This is an optimization exercise on Yosys and OpenROAD, whose aim is small area, a short achievable clock period and few clock cycles per item, not a production implementation.
In this exercise RTL edits were held to simulation tests only and were not proved equivalent to the original.

## flow/design.v (module list and top-level ports; edited modules follow where they fit)
// module pow_stream: 2674 lines
module pow_stream #(
  parameter int DATA_W = 32,
  parameter int EXP_W  = 3,
  parameter int ID_W   = 1
) (
  input  logic              clk,
  input  logic              aresetn,
  input  logic              s_tvalid,
  output logic              s_tready,
  input  logic [DATA_W-1:0] s_tdata,
  input  logic [EXP_W-1:0]  s_texp,
  input  logic [ID_W-1:0]   s_tid,
  input  logic              s_tlast,
  output logic              m_tvalid,
  input  logic              m_tready,
  output logic [DATA_W-1:0] m_tdata,
  output logic [ID_W-1:0]   m_tid,
  output logic              m_tlast,
  output logic              m_tovf
);
  // ...
==> flow/run.sh <==
#!/bin/bash
# synth_recipe.tcl (not shown) runs the flow's synth.tcl, then flattens the netlist and writes it again
# the make line also repeats each setting of config.mk as NAME=value (left out here)
make -C /OpenROAD-flow-scripts/flow DESIGN_CONFIG=/design/flow/config.mk WORK_HOME=/design/flow/orfs CLKGATE_MAP_FILE= SYNTH_SCRIPT=/design/flow/synth_recipe.tcl finish
==> flow/config.mk <==
export PLATFORM = sky130hd
export DESIGN_NAME = pow_stream
export DESIGN_NICKNAME = pow_stream
export VERILOG_FILES = /design/flow/design.v
export SDC_FILE = /design/flow/constraint.sdc
export NUM_CORES = 4
export LEC_CHECK = 0
export CAP_MARGIN = 20
export CORE_MARGIN = 2
export CORE_UTILIZATION = 40
export SETUP_SLACK_MARGIN = 3.0
export SLEW_MARGIN = 20
export TNS_END_PERCENT = 0
==> flow/constraint.sdc <==
create_clock -name core_clock -period 7.6 [get_ports {clk}]
set_input_delay 1.5200 -clock core_clock [delete_from_list [all_inputs] [get_ports {clk}]]
set_output_delay 1.5200 -clock core_clock [all_outputs]
set_load 0.01 [all_outputs]
==> flow_summary_export.csv, run 1 <==
group,metric,value,unit
final_layout,final_area,0.0266,mm²
final_layout,multi_input_comb_area,0.0156,mm²
final_layout,fin_cells,3119,
sta,fmax,214,MHz
sta,setup_slack,2.92,ns
final_layout,largest_register_ffs,64,
critical_path,required,8.01,ns
critical_path,path_cells,"mux2_2, a211oi_1, fa_1, inv_1, fa_1, inv_1, fa_1, inv_1, fa_1, fa_1, fa_1",
placed_design,gp_congestion,0.906,
placed_design,portBuffers,76,
clock_network,cts_tree,"built",
floorplan,core_area,0.0591,mm²
outcome,status,"complete, no violations",
final_layout,largest_cell_class,"multi-input gates",
clock_network,clockRootBuffer,"clkbuf_16",
global_routing,grt_use_total,25.1,%
final_layout,nNonClkInverters,118,
drt,top_layer_used,"met4",
logic_synthesis,synth_area_leaders,"dfxtp_1, fa_1, mux2_2",
sta,period_share,61.6,%
critical_path,worstSetupStartpointType,"flop",
logic_synthesis,ys_seq_elements,321,
critical_path,cp-end-kind,"flop",
logic_synthesis,ys_warn_count,1,
logic_synthesis,synth_area,0.0240,mm²
logic_synthesis,synthesis.instances,2361,
sta,rsz0062_at_grt,"yes",
logic_synthesis,synth_top_area_share,20.3,%
logic_synthesis,synthXorXnorAreaFrac,3.42,%
global_routing,grt_pass1_wl,119000,µm
min_path,min_to,"c_x[12]",
critical_path,r2r_slack,2.92,ns
floorplan,std_cell_rows,89,
critical_path,reg2reg_to,"c_s1[30]",
sta,setup_viol,0,
min_path,worstHoldStart,"a_x[12]",
final_layout,final_core_util,45.0,%
global_routing,grtUsageMet1,33.3,%
Testbench counts, summed over its fixed seeds: cycles 18,241, items 8,000.
==> run 2: changes to the inputs <==
--- a/flow/config.mk
+++ b/flow/config.mk
@@ -10,3 +10,3 @@
 export CORE_UTILIZATION = 40
-export SETUP_SLACK_MARGIN = 3.0
+export SETUP_SLACK_MARGIN = 3.5
 export SLEW_MARGIN = 20
==> run 2 against run 1 <==
Against the previous run:
- largest cell class unchanged
- still clean on timing, DRC and antenna
- clock-buffer cell count grew 4
- die area unchanged
- global-route usage rose by 1.5 points
- setup slack improved by 0.60 ns
- fmax is 15% higher
==> flow_summary_export.csv, run 2 <==
group,metric,value,unit
outcome,status,"complete, no violations",
sta,fmax,245,MHz
logic_synthesis,synthesis.instances,2361,
logic_synthesis,synth_cell_types,72,
logic_synthesis,synth_area,0.0240,mm²
sta,period_share,53.7,%
floorplan,ios,78,
floorplan,die_w,249,µm
floorplan,die_y,249,µm
clock_network,cts_hold_buf,0,
logic_synthesis,asyncSetResetFlopFracSynth,2.49,%
global_routing,grt_use_total,26.6,%
min_path,min_path_type,"reg -> reg",
critical_path,reg2reg_depth,10,
final_layout,largest_register_ffs,64,
sta,tns,0,ns
logic_synthesis,synth_ff_type,"dfxtp_1",
critical_path,slowest_delay,0.61,ns
job,cap_violations,0,
critical_path,path_cells,"buf_12, mux2_2, a211oi_4, fa_2, fa_2, fa_1, inv_2, fa_1, fa_1, fa_1",
final_layout,largest-register,"a_enc",
critical_path,arrival,4.52,ns
clock_network,clk_pin_slew,0.06,ns
sta,clock_skew,0.0281,ns
drt,vias,19600,
sta,worstMarginPinSlew,1.13,ns
min_path,hold_depth,0,
global_routing,grt_max_degree,68,
global_routing,antenna_found_initial,5,
critical_path,required,8.04,ns
placed_design,dp_hpwl,54300,µm
drt,viasPerCell,6.08,
final_layout,final_common_cell,"mux2_2",
floorplan,std_cell_rows,89,
drt,drc,0,
drt,wl_per_cell,26.4,µm
final_layout,drive_gt1_share,28.2,%
critical_path,worstSetupStartpointType,"flop",
logic_synthesis,ys_seq_elements,321,
placed_design,gp_congestion,0.901,
placed_design,place_area,0.0254,mm²
clock_network,cts_tree,"built",
critical_path,path_class,"reg -> reg",
critical_path,cp_max_fo,10,
drt,drt-total-wl,85000,µm
critical_path,cp_common_cell,"fa_1",
placed_design,portBuffers,76,
final_layout,final_cell_mix,"mux2_2, nor2b_1, dfxtp_1",
drt,first_iter_violations,2005,
clock_network,clockRootBuffer,"clkbuf_16",
clock_network,cts.sinks,321,
final_layout,final_core_util,48.5,%
global_routing,grt_pass1_vias,19300,
global_routing,grt_pass1_wl,125000,µm
logic_synthesis,synth_top_area_share,20.3,%
sta,min_period,4.08,ns
critical_path,cp-end-kind,"flop",
sta,setup_viol,0,
drt,ant_nets,0,
clock_network,cts_buffers,36,
floorplan,initial_core_util,40.5,%
sta,rsz0062_at_grt,"yes",
global_routing,grt-ovfl-total,0,
final_layout,final_area,0.0287,mm²
final_layout,nNetsFinal,2723,
sta,final-hold-violation-count,0,
floorplan,core_area,0.0591,mm²
logic_synthesis,ys_warn_count,1,
sta,finalMaxSlewViolations,0,
final_layout,area_growth,19.7,%
logic_synthesis,synth_commonest_cells,"mux2_2, a211oi_1, dfxtp_1, nor2b_1, fa_1",
clock_network,ctsLongestPathBuffers,3,
logic_synthesis,synth.avg_cell_area,10.2,µm²
drt,drt_pre_antenna_iters,6,
clock_network,cts_max_level,2,
logic_synthesis,yosysTopAreaCell,"dfxtp_1",
sta,slew_headroom,24.7,%
logic_synthesis,synth_area_leaders,"dfxtp_1, fa_1, mux2_2",
logic_synthesis,synth-seq-area-share,29.9,%
clock_network,insertion_delay,0.56,ns
floorplan,die_area,0.0619,mm²
logic_synthesis,synth_edf_count,70,
logic_synthesis,yosysMostFrequentCell,"mux2_2",
critical_path,cp_slowest_cell,"fa_1",
[run 2: cell counts after synthesis]
No cell type changed its count.
[run 2: final cells by class]
| cell class | instances | area [µm²] |
|---|---|---|
| multi-input cells | 1700 | 16200 |
| inverters | 118 | 444 |
| diodes | 1 | 2.50 |
| well taps | 773 | 967 |
| clock inverters | 13 | 92.6 |
| flip-flops and latches | 321 | 7330 |
| clock buffers | 51 | 1010 |
| repair buffers | 245 | 2680 |
| fillers | 5272 | 30400 |
[run 2: final timing paths]
path | endpoint | from | slack, ns
worst min-delay path | c_x[18] | a_x[18] | 0.32
worst max-delay path | c_s1[30] | a_mc[15] | 3.52
worst min register to register | c_x[18] | a_x[18] | 0.32
min in group asynchronous | t_in[0] | aresetn | 1.01
max in group asynchronous | t_in[1] | aresetn | 6.30
worst max register to register | c_s1[30] | a_mc[15] | 3.52
[run 2: logic make-up (layout without fill, tap and decap cells)]
logic type / count (synthesis) / count (layout) / share of synthesized area, %
buf+inv: 341 / 427 / 5.39
simple gates: 540 / 540 / 11.9
mux: 336 / 336 / 15.4
compound gates: 471 / 471 / 14.1
flops: 321 / 321 / 29.9
xor+xnor: 91 / 91 / 3.42
other cells: 1 / 3 / 0.0156
fa+ha+maj: 260 / 260 / 19.8
[run 2: repair_timing]
item	CTS	global route
resized for setup	142	164
gates cloned	7	5
setup endpoints to repair	32	28
pin swaps	14	45
setup buffers	29	65
[run 2: through the flow]
stage	hold WS (ns)	std cells	worst slack (ns)
after floorplan	0.310	2362	3.44
after global placement	0.312	3051	2.57
after detailed placement	0.314	3051	2.53
after CTS	0.323	3151	3.43
after global routing	0.329	3222	3.43
final	0.318	3222	3.52
[run 2: routing by layer]
layer	vias up	global-route usage (%)	wire, µm
met3	275	5.22	7650
met2	1146	42.4	39000
met4	6	11.9	4060
met1	9768	35.0	34200
li1	8392	-	-
met5	-	0	50
[run 2: critical path, delay by kind of cell, from the launching register on]
kind / cells / cell delay, ns
buffers and inverters: 2 / 0.19
multiplexers: 1 / 0.38
flip-flops: 1 / 0.36
AO/OA/AOI/OAI: 1 / 0.25
adder cells (fa/ha/maj): 6 / 2.78
==> run 3: changes to the inputs <==
--- a/flow/config.mk
+++ b/flow/config.mk
@@ -10,3 +10,3 @@
 export CORE_UTILIZATION = 40
-export SETUP_SLACK_MARGIN = 3.5
+export SETUP_SLACK_MARGIN = 4.0
 export SLEW_MARGIN = 20
==> run 3 against run 2 <==
Against the previous run:
- via count shrank 0.19%
==> flow_summary_export.csv, run 3 <==
group,metric,value,unit
outcome,status,"complete, no violations",
placed_design,place_ws,2.48,ns
global_routing,grt_use_total,27.8,%
min_path,min_to,"c_x[26]",
sta,finalMaxSlewViolations,0,
critical_path,cp-end-kind,"flop",
clock_network,clockRootBuffer,"clkbuf_16",
final_layout,multi_input_comb_area,0.0162,mm²
logic_synthesis,yosysTopAreaCell,"dfxtp_1",
placed_design,gp_congestion,0.901,
final_layout,nNetsFinal,2731,
global_routing,grt_max_degree,68,
floorplan,die_y,249,µm
critical_path,arrival,4.51,ns
min_path,hold_depth,0,
logic_synthesis,synth-seq-area-share,29.9,%
drt,ant_nets,0,
floorplan,ios,78,
drt,wl_per_cell,27.3,µm
drt,drc,0,
clock_network,insertion_delay,0.58,ns
final_layout,final_area,0.0292,mm²
clock_network,cts_hold_buf,0,
logic_synthesis,synth_top_area_share,20.3,%
logic_synthesis,yosysMostFrequentCell,"mux2_2",
final_layout,drive_gt1_share,29.2,%
final_layout,largest-register,"a_enc",
clock_network,clk_pin_slew,0.06,ns
drt,drt_pre_antenna_iters,5,
clock_network,cts_tree,"built",
logic_synthesis,synth_cell_types,72,
final_layout,seq_area,0.00735,mm²
drt,vias,19600,
global_routing,antenna_found_initial,1,
critical_path,r2r_start,"a_mc[10]",
logic_synthesis,synthesis.instances,2361,
floorplan,die_area,0.0619,mm²
sta,period_share,53.4,%
sta,final-hold-violation-count,0,
sta,slew_headroom,21.2,%
logic_synthesis,asyncSetResetFlopFracSynth,2.49,%
logic_synthesis,synth_ff_type,"dfxtp_1",
sta,clock_skew,0.0359,ns
critical_path,reg2reg_depth,12,
sta,setup_slack,3.54,ns
clock_network,ctsLongestPathBuffers,3,
sta,tns,0,ns
global_routing,grt_pass1_vias,19800,
critical_path,cp-startpoint,"a_mc[10]",
logic_synthesis,synth.avg_cell_area,10.2,µm²
floorplan,die_w,249,µm
logic_synthesis,synth_commonest_cells,"mux2_2, a211oi_1, dfxtp_1, nor2b_1, fa_1",
final_layout,final_common_cell,"mux2_2",
clock_network,cts_max_level,2,
sta,setup_viol,0,
critical_path,cp_max_fo,6,
critical_path,r2r_slack,3.54,ns
logic_synthesis,ys_seq_elements,321,
sta,fmax,246,MHz
drt,met1_length,35500,µm
critical_path,worstSetupStartpointType,"flop",
drt,met3_length,8390,µm
sta,worstMarginPinSlew,1.18,ns
final_layout,n_fill_cell,5256,
drt,drt-total-wl,88200,µm
floorplan,std_cell_rows,89,
drt,viasPerCell,6.05,
final_layout,final_cell_mix,"mux2_2, nor2b_1, dfxtp_1",
drt,first_iter_violations,1893,
critical_path,path_class,"reg -> reg",
logic_synthesis,synth_area,0.0240,mm²
placed_design,dp_hpwl,53200,µm
job,cap_violations,0,
clock_network,cts_buffers,37,
critical_path,required,8.05,ns
drt,dr_wl_met2,39400,µm
floorplan,initial_core_util,40.5,%
min_path,min_path_type,"reg -> reg",
final_layout,area_growth,21.9,%
global_routing,grt_pass1_wl,130000,µm
clock_network,cts.sinks,321,
final_layout,largest_register_ffs,64,
floorplan,core_area,0.0591,mm²
placed_design,portBuffers,76,
min_path,worstHoldStart,"a_x[26]",
global_routing,grt-ovfl-total,0,
logic_synthesis,ys_warn_count,1,
logic_synthesis,synth_area_leaders,"dfxtp_1, fa_1, mux2_2",
final_layout,n_antenna_cell,0,
drt,top_layer_used,"met5",
placed_design,place_area,0.0254,mm²
logic_synthesis,synth_edf_count,70,
critical_path,reg2reg_to,"c_s1[29]",
sta,rsz0062_at_grt,"yes",
sta,min_period,4.06,ns
[run 3: cells by family after synthesis]
kind of cell	synth area share [%]
compound gates	14.1
xor+xnor	3.42
fa+ha+maj	19.8
buf+inv	5.39
flops	29.9
mux	15.4
other cells	0.0156
simple gates	11.9
[run 3: timing repair]
item | in CTS | in global routing
resized for setup | 240 | 72
pin swaps | 38 | 34
endpoints found under the setup margin | 120 | 114
setup buffers | 79 | 22
gates cloned | 14 | 5
[run 3: through the flow]
stage	cells	util, %	hold WS, ns
3_3_place_gp	3044	42.9	0.312
4_1_cts	3205	48.4	0.319
5_1_grt	3232	49.4	0.323
2_1_floorplan	2362	-	0.310
3_5_place_dp	3044	42.9	0.312
6_report	3232	49.4	0.319
[run 3: worst max path at each step]
stage	to	slack (ns)
after detailed placement	s_tready	2.48
after global routing	c_s1[30]	3.49
after CTS	c_s1[30]	3.59
after floorplan	c_s1[30]	3.64
after global placement	s_tready	2.58
final	c_s1[29]	3.54
[run 3: layout make-up]
type                       instances  share of cell area (%)
clock buffer                      49                    3.61
tap                              773                    3.31
inverter                         118                    1.52
clock inverter                    19                   0.989
timing repair buffer             252                    9.94
sequential                       321                    25.2
multi-input combinational       1700                    55.5
[run 3: layer usage]
layer,global-route usage [%],vias to the layer above
met5,0,-
met4,14.5,2
met3,6.47,288
met2,43.4,1062
met1,35.8,9777
li1,-,8421
[run 3: worst max-delay path, stage by stage, from the launching register on]
cell and delay (ns):
dfxtp_4 0.40, buf_4 0.20, buf_4 0.15, nor2b_1 0.13, a211oi_2 0.06, fa_1 0.46, fa_2 0.39, fa_1 0.47
fa_1 0.41, fa_2 0.54, inv_1 0.05, fa_1 0.40, ha_1 0.31
==> run 4: changes to the inputs <==
--- a/flow/config.mk
+++ b/flow/config.mk
@@ -7,2 +7,3 @@
 export LEC_CHECK = 0
+export ABC_AREA = 1
 export CAP_MARGIN = 20
@@ -10,3 +11,3 @@
 export CORE_UTILIZATION = 40
-export SETUP_SLACK_MARGIN = 4.0
+export SETUP_SLACK_MARGIN = 4.5
 export SLEW_MARGIN = 20
==> run 4 against run 3 <==
Against the previous run:
- wire length rose by 17%
- critical path depth unchanged
- setup slack got worse by 0.089 ns
- core utilization increased by 2.3 points
==> flow_summary_export.csv, run 4 <==
group,metric,value,unit
outcome,status,"complete, no violations",
logic_synthesis,yosysMostFrequentCell,"nand2_1",
logic_synthesis,synth_top_area_share,20.8,%
floorplan,die_area,0.0604,mm²
floorplan,ios,78,
sta,worstMarginPinSlew,0.993,ns
min_path,worstHoldStart,"a_x[7]",
sta,slew_headroom,33.7,%
global_routing,antenna_found_initial,3,
global_routing,use_met2,49.8,%
clock_network,clk_pin_slew,0.06,ns
critical_path,slowest_delay,0.50,ns
placed_design,dp_hpwl,64000,µm
final_layout,final_common_cell,"nand2_1",
logic_synthesis,ys_seq_elements,321,
logic_synthesis,synth_mux_area_share,0,%
floorplan,die_y,246,µm
logic_synthesis,synth_area,0.0234,mm²
logic_synthesis,synth-simple-area-share,18.0,%
critical_path,crit_buf_inv,5,
clock_network,cts_tree,"built",
critical_path,path_class,"reg -> reg",
clock_network,ctsLongestPathBuffers,3,
floorplan,initial_core_util,40.5,%
clock_network,cts_buffers,39,
min_path,min_path_type,"reg -> reg",
critical_path,arrival,4.62,ns
logic_synthesis,synth_commonest_cells,"nand2_1, o21ai_0, inv_1",
logic_synthesis,synth_edf_count,70,
drt,drc,0,
final_layout,largest_register_ffs,64,
critical_path,reg2reg_depth,12,
sta,fmax,241,MHz
sta,setup_viol,0,
drt,drt-total-wl,103000,µm
drt,vias,23700,
sta,period_share,54.6,%
critical_path,path_cells,"buf_12, clkinvlp_4, buf_4, buf_4, a221oi_2, fa_1, fa_1, fa_1, fa_1, fa_1, inv_1, ha_1",
sta,tns,0,ns
drt,drt_pre_antenna_iters,10,
drt,wl_per_cell,26.6,µm
min_path,min_to,"c_x[7]",
clock_network,cts.sinks,321,
logic_synthesis,synth-seq-area-share,30.7,%
sta,min_period,4.15,ns
final_layout,nNetsFinal,3379,
logic_synthesis,synth.avg_cell_area,7.91,µm²
global_routing,busiest_layer,"met2",
logic_synthesis,synth_ff_type,"dfxtp_1",
logic_synthesis,synth_compound_area_share,20.9,%
global_routing,grt_pass1_wl,151000,µm
critical_path,r2r_slack,3.45,ns
final_layout,n_fill_cell,5257,
critical_path,crit_family,"adder cells",
final_layout,final_cell_mix,"nand2_1, o21ai_0, inv_1",
global_routing,met3_usage,10.1,%
final_layout,largest-register,"a_enc",
critical_path,worstSetupStartpointType,"flop",
sta,finalMaxSlewViolations,0,
global_routing,grt_pass1_vias,22900,
global_routing,grt_use_total,33.8,%
critical_path,r2r_start,"a_mc[16]",
logic_synthesis,ys_warn_count,1,
placed_design,gp_congestion,0.943,
critical_path,cp_slowest_cell,"fa_1",
sta,rsz0062_at_grt,"yes",
logic_synthesis,asyncSetResetFlopFracSynth,2.49,%
critical_path,cp-end-kind,"flop",
global_routing,grtUsageMet1,43.4,%
critical_path,cp_max_fo,5,
logic_synthesis,synth_top_family_by_area,"compound AO/OA/AOI/OAI gates",
global_routing,grt_max_degree,73,
clock_network,cts_hold_buf,0,
drt,first_iter_violations,3601,
placed_design,place_area,0.0249,mm²
global_routing,grt-ovfl-total,0,
clock_network,insertion_delay,0.60,ns
floorplan,core_area,0.0577,mm²
placed_design,portBuffers,76,
drt,ant_nets,0,
job,cap_violations,0,
logic_synthesis,synth_area_leaders,"dfxtp_1, fa_1, nand2_1",
final_layout,area_growth,27.6,%
critical_path,reg2reg_to,"c_s1[21]",
clock_network,clockRootBuffer,"clkbuf_16",
drt,viasPerCell,6.12,
min_path,hold_depth,0,
clock_network,cts_max_level,2,
critical_path,required,8.07,ns
logic_synthesis,synth_cell_types,46,
floorplan,std_cell_rows,88,
final_layout,final_area,0.0298,mm²
sta,final-hold-violation-count,0,
floorplan,die_w,246,µm
logic_synthesis,synthesis.instances,2953,
critical_path,cp_common_cell,"fa_1",
logic_synthesis,synthXorXnorAreaFrac,0.787,%
logic_synthesis,yosysTopAreaCell,"dfxtp_1",
logic_synthesis,synthAdderAreaFrac,20.4,%
sta,clock_skew,0.0201,ns
final_layout,drive_gt1_share,19.9,%
==> run 4: cell types whose count changed after synthesis, moves of 70 or more <==
| cell | before | now |
|---|---|---|
| nand2_1 | 144 | 699 |
| mux2_2 | 266 | 0 |
| o21ai_0 | 68 | 331 |
| nor2b_1 | 243 | 0 |
| a211oi_1 | 243 | 24 |
| inv_1 | 114 | 312 |
| a221oi_1 | 4 | 184 |
| nand3_1 | 23 | 137 |
| mux2i_1 | 70 | 0 |
==> run 4: cell type report <==
class / count / area, µm² / share of cell area [%]
diodes: 1 / 2.50 / 0.00840
clock buffers: 51 / 1080 / 3.63
clock inverters: 18 / 230 / 0.772
inverters: 326 / 1390 / 4.68
multi-input cells: 2073 / 15200 / 50.9
flip-flops and latches: 321 / 7330 / 24.6
well taps: 765 / 957 / 3.21
repair buffers: 313 / 3620 / 12.2
repair inverters: 4 / 25.0 / 0.0840
==> run 4: cell families (layout without fill, tap and decap cells) <==
group / count (synthesis) / count (layout)
AND/OR/NAND/NOR: 1023 / 1023
AO/OA/AOI/OAI: 767 / 767
buffers and inverters: 560 / 712
flip-flops: 321 / 321
adder cells (fa/ha/maj): 260 / 260
XOR/XNOR: 21 / 21
other: 1 / 3
==> run 4: worst max path at each step <==
stage | start | end | slack, ns | depth (start not counted)
final | a_mc[16] | c_s1[21] | 3.45 | 12
after CTS | a_mc[16] | c_s1[30] | 3.59 | 10
after global placement | m_tready | s_tready | 2.35 | 9
after floorplan | a_mc[17] | c_s1[28] | 3.82 | 13
after global routing | a_mc[16] | c_s1[21] | 3.45 | 12
after detailed placement | m_tready | s_tready | 2.28 | 9
==> run 4: per-layer routing <==
layer  up-vias  routed length [µm]  share of wire [%]
met1     11200               39100                 38
met3       487               12800                 12
met2      1763               42800                 42
li1      10300                   -                  -
met5         -                 103               0.10
met4         4                8200                8.0
==> run 4: worst reg2reg max path: stages, from the launching register on <==
cell	delay, ns
dfxtp_4	0.40
buf_12	0.14
clkinvlp_4	0.23
buf_4	0.21
buf_4	0.15
a221oi_2	0.49
fa_1	0.31
fa_1	0.43
fa_1	0.41
fa_1	0.47
fa_1	0.50
inv_1	0.04
ha_1	0.26
==> run 4: timing repair <==
| action | in CTS | in global routing |
|---|---|---|
| setup endpoints to repair | 183 | 233 |
| setup buffers | 137 | 16 |
| gates resized for setup | 307 | 102 |
| cloned | 28 | 2 |
| pin swaps | 42 | 46 |
==> run 4: through the flow <==
step / instances / utilization (%) / setup WS (ns) / hold slack (ns)
2_1_floorplan: 2954 / - / 3.82 / 0.310
3_3_place_gp: 3619 / 43.2 / 2.35 / 0.311
3_5_place_dp: 3619 / 43.2 / 2.28 / 0.312
4_1_cts: 3853 / 50.6 / 3.59 / 0.315
5_1_grt: 3871 / 51.7 / 3.45 / 0.324
6_report: 3872 / 51.7 / 3.45 / 0.325
==> run 5: changes to the inputs <==
--- a/flow/config.mk
+++ b/flow/config.mk
@@ -7,3 +7,2 @@
 export LEC_CHECK = 0
-export ABC_AREA = 1
 export CAP_MARGIN = 20
==> run 5 against run 4 <==
Against the previous run:
- still clean
- clock skew grew 0.0048 ns
- first-iteration DRC count down 50%
- cell area down 4.1%
- highest routed layer unchanged
==> flow_summary_export.csv, run 5 <==
group,metric,value,unit
critical_path,r2r_start,"a_mc[21]",
critical_path,cp.depth,11,
final_layout,largest-register,"a_enc",
logic_synthesis,synthesis.instances,2361,
critical_path,cp_slowest_cell,"a211oi_1",
sta,worstMarginPinSlew,1.05,ns
drt,vias,19200,
floorplan,die_y,249,µm
floorplan,ios,78,
critical_path,crit_family,"adder cells",
critical_path,arrival,4.55,ns
clock_network,clk_pin_slew,0.06,ns
sta,rsz0062_at_grt,"yes",
clock_network,ctsLongestPathBuffers,3,
global_routing,grt_pass1_wl,126000,µm
final_layout,nNetsFinal,2704,
placed_design,portBuffers,76,
clock_network,cts_max_level,2,
global_routing,antenna_found_initial,3,
sta,finalMaxSlewViolations,0,
final_layout,seq_area,0.00734,mm²
min_path,min_path_type,"reg -> reg",
placed_design,place_ws,2.62,ns
floorplan,die_area,0.0619,mm²
final_layout,drive_gt1_share,27.7,%
clock_network,insertion_delay,0.57,ns
sta,setup_viol,0,
final_layout,final_cell_mix,"mux2_2, nor2b_1, dfxtp_1",
global_routing,grt_pass1_vias,19700,
sta,fmax,245,MHz
floorplan,core_area,0.0591,mm²
logic_synthesis,yosysTopAreaCell,"dfxtp_1",
sta,min_period,4.09,ns
final_layout,area_growth,19.2,%
critical_path,slowest_delay,0.58,ns
critical_path,cp-end-kind,"flop",
floorplan,initial_core_util,40.5,%
critical_path,path_cells,"buf_12, mux2_2, a211oi_1, fa_1, fa_1, fa_1, fa_1, fa_1, inv_1, ha_2, ha_1",
clock_network,cts_tree,"built",
logic_synthesis,synth_commonest_cells,"mux2_2, a211oi_1, dfxtp_1, nor2b_1, fa_1",
sta,slew_headroom,29.1,%
critical_path,worstSetupStartpointType,"flop",
min_path,hold_depth,0,
logic_synthesis,asyncSetResetFlopFracSynth,2.49,%
sta,final-hold-violation-count,0,
drt,drc,0,
logic_synthesis,ys_seq_elements,321,
global_routing,grt-ovfl-total,0,
logic_synthesis,synth_top_area_share,20.3,%
drt,viasPerCell,5.99,
drt,ant_nets,0,
logic_synthesis,yosysMostFrequentCell,"mux2_2",
logic_synthesis,ys_warn_count,1,
clock_network,cts.sinks,321,
final_layout,n_fill_cell,5274,
critical_path,cp_common_cell,"fa_1",
drt,drt_pre_antenna_iters,6,
logic_synthesis,synth-seq-area-share,29.9,%
sta,clock_skew,0.0249,ns
critical_path,required,8.06,ns
floorplan,die_w,249,µm
critical_path,reg2reg_depth,11,
job,cap_violations,0,
sta,period_share,53.8,%
sta,tns,0,ns
placed_design,gp_congestion,0.882,
logic_synthesis,synth_edf_count,70,
placed_design,dp_hpwl,54000,µm
logic_synthesis,synth_cell_types,72,
logic_synthesis,synth_ff_type,"dfxtp_1",
final_layout,largest_register_ffs,64,
drt,drt-total-wl,84700,µm
global_routing,grt_max_degree,68,
floorplan,std_cell_rows,89,
critical_path,crit_buf_inv,2,
global_routing,grt_use_total,27.0,%
final_layout,multi_input_comb_area,0.0162,mm²
final_layout,final_common_cell,"mux2_2",
drt,wl_per_cell,26.4,µm
critical_path,cp_max_fo,5,
outcome,status,"complete, no violations",
sta,setup_slack,3.51,ns
drt,first_iter_violations,1812,
min_path,worstHoldStart,"a_x[19]",
logic_synthesis,synth_area_leaders,"dfxtp_1, fa_1, mux2_2",
logic_synthesis,synth.avg_cell_area,10.2,µm²
critical_path,cp-startpoint,"a_mc[21]",
clock_network,clockRootBuffer,"clkbuf_16",
logic_synthesis,synth_area,0.0240,mm²
clock_network,cts_buffers,36,
critical_path,path_class,"reg -> reg",
## run 5: metrics by stage
stage / cells / area, µm² / util [%] / hold slack (ns)
after floorplan: 2362 / 24700 / - / 0.310
after global placement: 3039 / 25600 / 43.3 / 0.310
after detailed placement: 3039 / 25600 / 43.3 / 0.312
after CTS: 3199 / 28400 / 48.1 / 0.317
after global routing: 3205 / 28600 / 48.3 / 0.307
final: 3209 / 28600 / 48.3 / 0.312
## run 5: logic make-up (layout without fill, tap and decap cells)
| kind of cell | count (synthesis) | count (layout) | synth area share [%] |
|---|---|---|---|
| adders and majority gates | 260 | 260 | 19.8 |
| muxes | 336 | 336 | 15.4 |
| AOI/OAI and AO/OA | 471 | 471 | 14.1 |
| xor gates and xnor gates | 91 | 91 | 3.42 |
| other | 1 | 7 | 0.0156 |
| DFF | 321 | 321 | 29.9 |
| and+or+nand+nor | 540 | 540 | 11.9 |
| buffers and inverters | 341 | 410 | 5.39 |
## run 5: worst paths after layout
kind	slack [ns]	end
max reg2reg	3.51	c_s1[28]
min reg2reg	0.31	c_x[19]
max in group asynchronous	6.30	h_v
max	3.51	c_s1[28]
min in group asynchronous	0.99	a_v
min	0.31	c_x[19]
## run 5: cell type report
cell class / count / share of cell area (%)
multi-input combinational: 1700 / 56.5
sequential: 321 / 25.7
timing repair buffer: 226 / 8.53
clock buffer: 49 / 3.68
tap: 773 / 3.38
inverter: 118 / 1.55
clock inverter: 17 / 0.600
antenna: 5 / 0.0438
## run 5: per-layer routing
layer / track usage, % / vias up / share of wire (%)
met4: 12.5 / 2 / 4.5
met3: 6.08 / 232 / 8.5
met1: 35.2 / 9705 / 41
met2: 42.6 / 918 / 46
met5: 0 / - / 0.014
li1: - / 8377 / -
## run 5: timing repair
action                     CTS  global route
resized for setup          190            19
pin swaps                   28             5
setup endpoints to repair  243           185
hold buffers                 0             0
setup buffers               87             5
gates cloned                 7             0
==> run 6: changes to the inputs <==
--- a/flow/config.mk
+++ b/flow/config.mk
@@ -10,2 +10,3 @@
 export CORE_UTILIZATION = 40
+export PLACE_DENSITY = 0.75
 export SETUP_SLACK_MARGIN = 4.5
==> run 6 against run 5 <==
Against the previous run:
- fmax increased by 0.52%
- setup slack better by 0.021 ns
- non-clock buffer count increased by 17
- area after synthesis stayed put
==> flow_summary_export.csv, run 6 <==
group,metric,value,unit
outcome,status,"complete, no violations",
logic_synthesis,ys_warn_count,1,
job,cap_violations,0,
sta,finalMaxSlewViolations,0,
sta,clock_skew,0.0221,ns
logic_synthesis,ys_seq_elements,321,
clock_network,cts.sinks,321,
placed_design,portBuffers,76,
global_routing,grt_pass1_wl,125000,µm
logic_synthesis,synth_ff_type,"dfxtp_1",
final_layout,largest_register_ffs,64,
logic_synthesis,asyncSetResetFlopFracSynth,2.49,%
logic_synthesis,yosysMostFrequentCell,"mux2_2",
drt,ant_nets,0,
logic_synthesis,synth_area_leaders,"dfxtp_1, fa_1, mux2_2",
sta,worstMarginPinSlew,1.21,ns
floorplan,die_area,0.0619,mm²
final_layout,drive_gt1_share,28.6,%
critical_path,path_class,"reg -> reg",
logic_synthesis,synth_edf_count,70,
final_layout,nNetsFinal,2719,
global_routing,grt_max_degree,68,
floorplan,initial_core_util,40.5,%
logic_synthesis,synth_cell_types,72,
sta,fmax,246,MHz
global_routing,antenna_found_initial,0,
floorplan,die_w,249,µm
drt,drt_pre_antenna_iters,6,
critical_path,r2r_start,"c_s0[0]",
logic_synthesis,synth_area,0.0240,mm²
drt,first_iter_violations,2366,
sta,setup_viol,0,
sta,min_period,4.06,ns
sta,period_share,53.5,%
placed_design,place_ws,2.64,ns
global_routing,grt_pass1_vias,20600,
critical_path,worstSetupStartpointType,"flop",
placed_design,gp_congestion,0.939,
drt,vias,20000,
sta,slew_headroom,18.9,%
clock_network,cts_hold_buf,0,
floorplan,std_cell_rows,89,
logic_synthesis,synth_top_area_share,20.3,%
sta,rsz0062_at_grt,"yes",
min_path,min_path_type,"reg -> reg",
critical_path,required,8.08,ns
floorplan,die_y,249,µm
logic_synthesis,synth_commonest_cells,"mux2_2, a211oi_1, dfxtp_1, nor2b_1, fa_1",
drt,drc,0,
critical_path,cp-startpoint,"c_s0[0]",
clock_network,cts_tree,"built",
final_layout,area_growth,20.3,%
sta,setup_slack,3.54,ns
min_path,hold_depth,0,
sta,tns,0,ns
critical_path,arrival,4.54,ns
logic_synthesis,synth.avg_cell_area,10.2,µm²
min_path,worstHoldStart,"a_x[22]",
critical_path,cp_max_fo,7,
drt,viasPerCell,6.23,
critical_path,cp-end-kind,"flop",
final_layout,fin_cells,3217,
final_layout,n_antenna_cell,0,
clock_network,cts_max_level,2,
final_layout,largest-register,"a_enc",
floorplan,ios,78,
global_routing,grt_use_total,26.2,%
drt,wl_per_cell,25.9,µm
logic_synthesis,synth-seq-area-share,29.9,%
placed_design,placed_cells,3040,
logic_synthesis,yosysTopAreaCell,"dfxtp_1",
drt,drt-total-wl,83200,µm
global_routing,grt-ovfl-total,0,
clock_network,ctsLongestPathBuffers,3,
final_layout,final_common_cell,"mux2_2",
clock_network,clockRootBuffer,"clkbuf_16",
clock_network,cts_buffers,34,
sta,final-hold-violation-count,0,
placed_design,dp_hpwl,51300,µm
critical_path,reg2reg_depth,12,
final_layout,final_cell_mix,"mux2_2, nor2b_1, dfxtp_1",
logic_synthesis,synthesis.instances,2361,
clock_network,insertion_delay,0.57,ns
floorplan,core_area,0.0591,mm²
clock_network,clk_pin_slew,0.07,ns
-- run 6: repair_timing --
action                                  in CTS  in global routing
buffers inserted                            98                  3
gates cloned                                13                  0
pin swaps                                   50                  2
endpoints found under the setup margin     267                248
resized for setup                          197                 15
-- run 6: cell families after synthesis --
family,share of synthesized area (%)
fa+ha+maj,19.8
compound gates,14.1
buf+inv,5.39
flops,29.9
other cells,0.0156
simple gates,11.9
xor+xnor,3.42
mux,15.4
-- run 6: path summary, 6_finish.rpt --
check                      slack [ns]         to
min in group asynchronous        0.97        o_v
hold / removal                   0.33    c_x[22]
max in group asynchronous        6.36    t_in[1]
setup / recovery                 3.54  a_enc[25]
hold reg to reg                  0.33    c_x[22]
setup reg to reg                 3.54  a_enc[25]
-- run 6: worst max-delay path: stages (launching register included) --
cell and delay [ns]:
dfxtp_1 0.30, ha_1 0.19, ha_1 0.24, a211oi_2 0.35, o211ai_2 0.21, a221o_1 0.43, a21oi_1 0.28, inv_1 0.09
fa_1 0.38, xor2_1 0.94, xor2_1 0.20, nand3b_1 0.23, o21ai_0 0.12
-- run 6: area by class of cell --
type | instances | area [µm²]
clock buffers | 44 | 940
clock inverters | 18 | 255
fillers | 4980 | 30300
inverters | 118 | 444
multi-input cells | 1700 | 16200
flip-flops and latches | 321 | 7310
well taps | 773 | 967
repair buffers | 243 | 2680
-- run 6: metrics by stage --
stage | hold WS [ns] | instance area (µm²) | utilization (%)
floorplan | 0.310 | 24700 | -
global placement | 0.311 | 25600 | 43.3
detailed placement | 0.314 | 25600 | 43.3
CTS | 0.315 | 28700 | 48.5
global route | 0.322 | 28800 | 48.8
finish | 0.327 | 28800 | 48.8
-- run 6: metal layers --
metal | GRT usage (%) | vias to the layer above | part of all wire [%]
li1 | - | 8387 | -
met1 | 32.2 | 9773 | 36
met2 | 40.4 | 1459 | 44
met3 | 7.51 | 424 | 12
met4 | 17.0 | 2 | 7.4
met5 | 0 | - | 0.055
==> run 7: changes to the inputs <==
--- a/flow/config.mk
+++ b/flow/config.mk
@@ -9,4 +9,3 @@
 export CORE_MARGIN = 2
-export CORE_UTILIZATION = 40
-export PLACE_DENSITY = 0.75
+export CORE_UTILIZATION = 55
 export SETUP_SLACK_MARGIN = 4.5
==> run 7 against run 6 <==
Against the previous run:
- area after synthesis unchanged
- hold slack got worse by 0.021 ns
- die area shrank 27%
- sequential share of layout area increased by 0.31 points
- synthesized cell count unchanged
- global-route usage rose by 12 points
- core utilization grew 18 points
- via count fell by 1.8%
- wire length increased by 4.2%
- critical path type unchanged
- critical endpoint is now c_s1[30]
==> flow_summary_export.csv, run 7 <==
group,metric,value,unit
outcome,status,"complete, no violations",
clock_network,insertion_delay,0.58,ns
floorplan,die_area,0.0453,mm²
critical_path,arrival,4.54,ns
global_routing,grt_use_total,38.7,%
drt,drc,0,
logic_synthesis,synth_area,0.0240,mm²
logic_synthesis,synth_area_leaders,"dfxtp_1, fa_1, mux2_2",
global_routing,antenna_found_initial,1,
logic_synthesis,synth_ff_type,"dfxtp_1",
floorplan,core_area,0.0431,mm²
placed_design,portBuffers,76,
logic_synthesis,synth_edf_count,70,
critical_path,cp-end-kind,"flop",
sta,slew_headroom,21.7,%
clock_network,cts_hold_buf,0,
logic_synthesis,yosysTopAreaCell,"dfxtp_1",
final_layout,drive_gt1_share,27.9,%
global_routing,grt_pass1_vias,20100,
clock_network,cts_tree,"built",
clock_network,cts_max_level,2,
sta,finalMaxSlewViolations,0,
critical_path,required,8.06,ns
critical_path,reg2reg_to,"c_s1[30]",
critical_path,crit_end,"c_s1[30]",
sta,period_share,53.7,%
sta,tns,0,ns
final_layout,nNetsFinal,2715,
global_routing,grt-ovfl-total,0,
min_path,min_path_type,"reg -> reg",
logic_synthesis,asyncSetResetFlopFracSynth,2.49,%
clock_network,cts_buffers,38,
drt,ant_nets,0,
final_layout,largest-register,"a_enc",
critical_path,path_class,"reg -> reg",
final_layout,final_common_cell,"mux2_2",
global_routing,grt_pass1_wl,127000,µm
logic_synthesis,synth_commonest_cells,"mux2_2, a211oi_1, dfxtp_1, nor2b_1, fa_1",
critical_path,worstSetupStartpointType,"flop",
clock_network,ctsLongestPathBuffers,3,
sta,clock_skew,0.0367,ns
floorplan,die_y,213,µm
logic_synthesis,synth-seq-area-share,29.9,%
floorplan,ios,78,
final_layout,final_core_util,66.4,%
sta,setup_viol,0,
logic_synthesis,synth_cell_types,72,
clock_network,cts.sinks,321,
floorplan,std_cell_rows,76,
placed_design,gp_congestion,0.897,
drt,wl_per_cell,28.6,µm
final_layout,area_growth,19.2,%
final_layout,largest_register_ffs,64,
final_layout,fin_cells,3029,
clock_network,clockRootBuffer,"clkbuf_16",
sta,worstMarginPinSlew,1.17,ns
sta,min_period,4.08,ns
critical_path,cp_max_fo,6,
logic_synthesis,synth.avg_cell_area,10.2,µm²
floorplan,die_w,213,µm
final_layout,n_fill_cell,3400,
final_layout,final_cell_mix,"mux2_2, nor2b_1, dfxtp_1",
logic_synthesis,yosysMostFrequentCell,"mux2_2",
global_routing,grt_max_degree,68,
drt,drt_pre_antenna_iters,5,
floorplan,initial_core_util,55.6,%
critical_path,reg2reg_depth,11,
sta,rsz0062_at_grt,"yes",
placed_design,placed_cells,2856,
drt,drt-total-wl,86600,µm
clock_network,clk_pin_slew,0.06,ns
critical_path,cp-startpoint,"a_enc[20]",
logic_synthesis,ys_seq_elements,321,
logic_synthesis,ys_warn_count,1,
placed_design,dp_hpwl,53400,µm
logic_synthesis,synth_top_area_share,20.3,%
drt,first_iter_violations,2172,
drt,viasPerCell,6.50,
sta,fmax,245,MHz
job,cap_violations,0,
logic_synthesis,synthesis.instances,2361,
drt,vias,19700,
critical_path,r2r_start,"a_enc[20]",
sta,final-hold-violation-count,0,
critical_path,r2r_slack,3.52,ns
## run 7: cell count changes in the layout (fill, tap and decap cells not counted), moves of 7 or more
cell / previous run / this run
a211oi_2: 85 / 63
dfxtp_1: 194 / 187
clkbuf_16: 35 / 42
clkinv_2: 7 / 14
a211oi_1: 151 / 169
buf_4: 114 / 102
dfxtp_4: 31 / 38
## run 7: worst max-delay path, stage by stage, from the launching register on
cell	delay (ns)
dfxtp_4	0.36
buf_4	0.16
clkbuf_16	0.17
buf_4	0.14
mux2_2	0.26
a211oi_1	0.26
fa_1	0.50
fa_1	0.54
fa_1	0.56
inv_1	0.08
fa_1	0.53
fa_1	0.40
## run 7: worst min-delay path by stage
stage | from | end | slack, ns | depth (start not counted)
finish | a_x[28] | c_x[28] | 0.31 | 0
global route | a_x[28] | c_x[28] | 0.32 | 0
CTS | a_x[28] | c_x[28] | 0.31 | 0
detailed placement | a_tk[0] | c_tk[0] | 0.31 | 0
global placement | a_sel[1] | c_sel[1] | 0.31 | 0
floorplan | a_id | c_id | 0.31 | 0
## run 7: area by class of cell
cell class / count / area [µm²] / share of cell area [%]
clock inverter: 24 / 198 / 0.692
sequential: 321 / 7330 / 25.7
timing repair buffer: 235 / 2710 / 9.46
multi-input combinational: 1700 / 16200 / 56.6
inverter: 118 / 444 / 1.55
antenna: 1 / 2.50 / 0.00876
tap: 585 / 732 / 2.56
clock buffer: 45 / 997 / 3.49
## run 7: kinds of logic after synthesis
logic type / after synthesis / synth area share [%]
compound gates: 471 / 14.1
xor+xnor: 91 / 3.42
simple gates: 540 / 11.9
buf+inv: 341 / 5.39
mux: 336 / 15.4
flops: 321 / 29.9
fa+ha+maj: 260 / 19.8
other cells: 1 / 0.0156
## run 7: what timing repair did
| action | 4_1_cts | 5_1_grt |
|---|---|---|
| pin swaps | 44 | 16 |
| buffers inserted | 79 | 9 |
| setup endpoints to repair | 226 | 193 |
| cloned | 11 | 4 |
| gates resized for setup | 200 | 25 |
## run 7: stage by stage
stage / hold WS (ns) / worst slack (ns) / instance area, µm²
finish: 0.306 / 3.52 / 28600
global route: 0.319 / 3.45 / 28600
CTS: 0.313 / 3.58 / 28300
detailed placement: 0.312 / 2.67 / 25400
global placement: 0.310 / 2.67 / 25400
floorplan: 0.310 / 3.74 / 24700
## run 7: layer usage
metal	GRT usage (%)	share of wire (%)	vias to the layer above	wire length, µm
li1	-	-	8387	-
met1	49.2	39	9807	33500
met2	60.4	45	1166	39300
met3	8.27	9.5	327	8240
met5	0	0.021	-	18
met4	24.1	6.5	2	5620

-- re-timing with driven ports --
Ports are ideal in the flow. The routed layouts listed here were re-timed in OpenROAD.
Step 1: set_driving_cell puts a clkbuf_16 on clk and a buf_2 on each other input, an assumption about the parent block.
Step 2 moves the port delays by t, midway between the first and last clock arrival at a register: inputs arrive t later, outputs are due t later. That takes back most of the time a late clock gives input paths.
Three values: ideal ports, drivers, drivers and shift; two values: the first two.
run | shift t [ns] | setup WS [ns] | clock arrival spread, ns | worst register clock-pin slew, ns | cell pins on the clock port's net
run 1 | 0.582 | 2.921 / 2.921 / 2.921 | 0.046 / 0.046 | 0.08 / 0.08 | 1
run 2 | 0.599 | 3.521 / 3.521 / 3.118 | 0.031 / 0.031 | 0.07 / 0.07 | 1
run 3 | 0.623 | 3.541 / 3.541 / 3.173 | 0.037 / 0.037 | 0.07 / 0.07 | 1
run 4 | 0.651 | 3.452 / 3.452 / 3.091 | 0.020 / 0.020 | 0.07 / 0.07 | 1
run 5 | 0.615 | 3.515 / 3.515 / 3.278 | 0.025 / 0.025 | 0.07 / 0.07 | 1
run 6 | 0.617 | 3.536 / 3.536 / 3.301 | 0.023 / 0.023 | 0.07 / 0.07 | 1
run 7 | 0.625 | 3.521 / 3.521 / 3.167 | 0.038 / 0.038 | 0.07 / 0.07 | 1
After both steps every run listed still meets setup and hold. For run 2, which loses most, drivers alone change the setup slack by 0.000 ns; drivers and shift together by -0.403 ns.
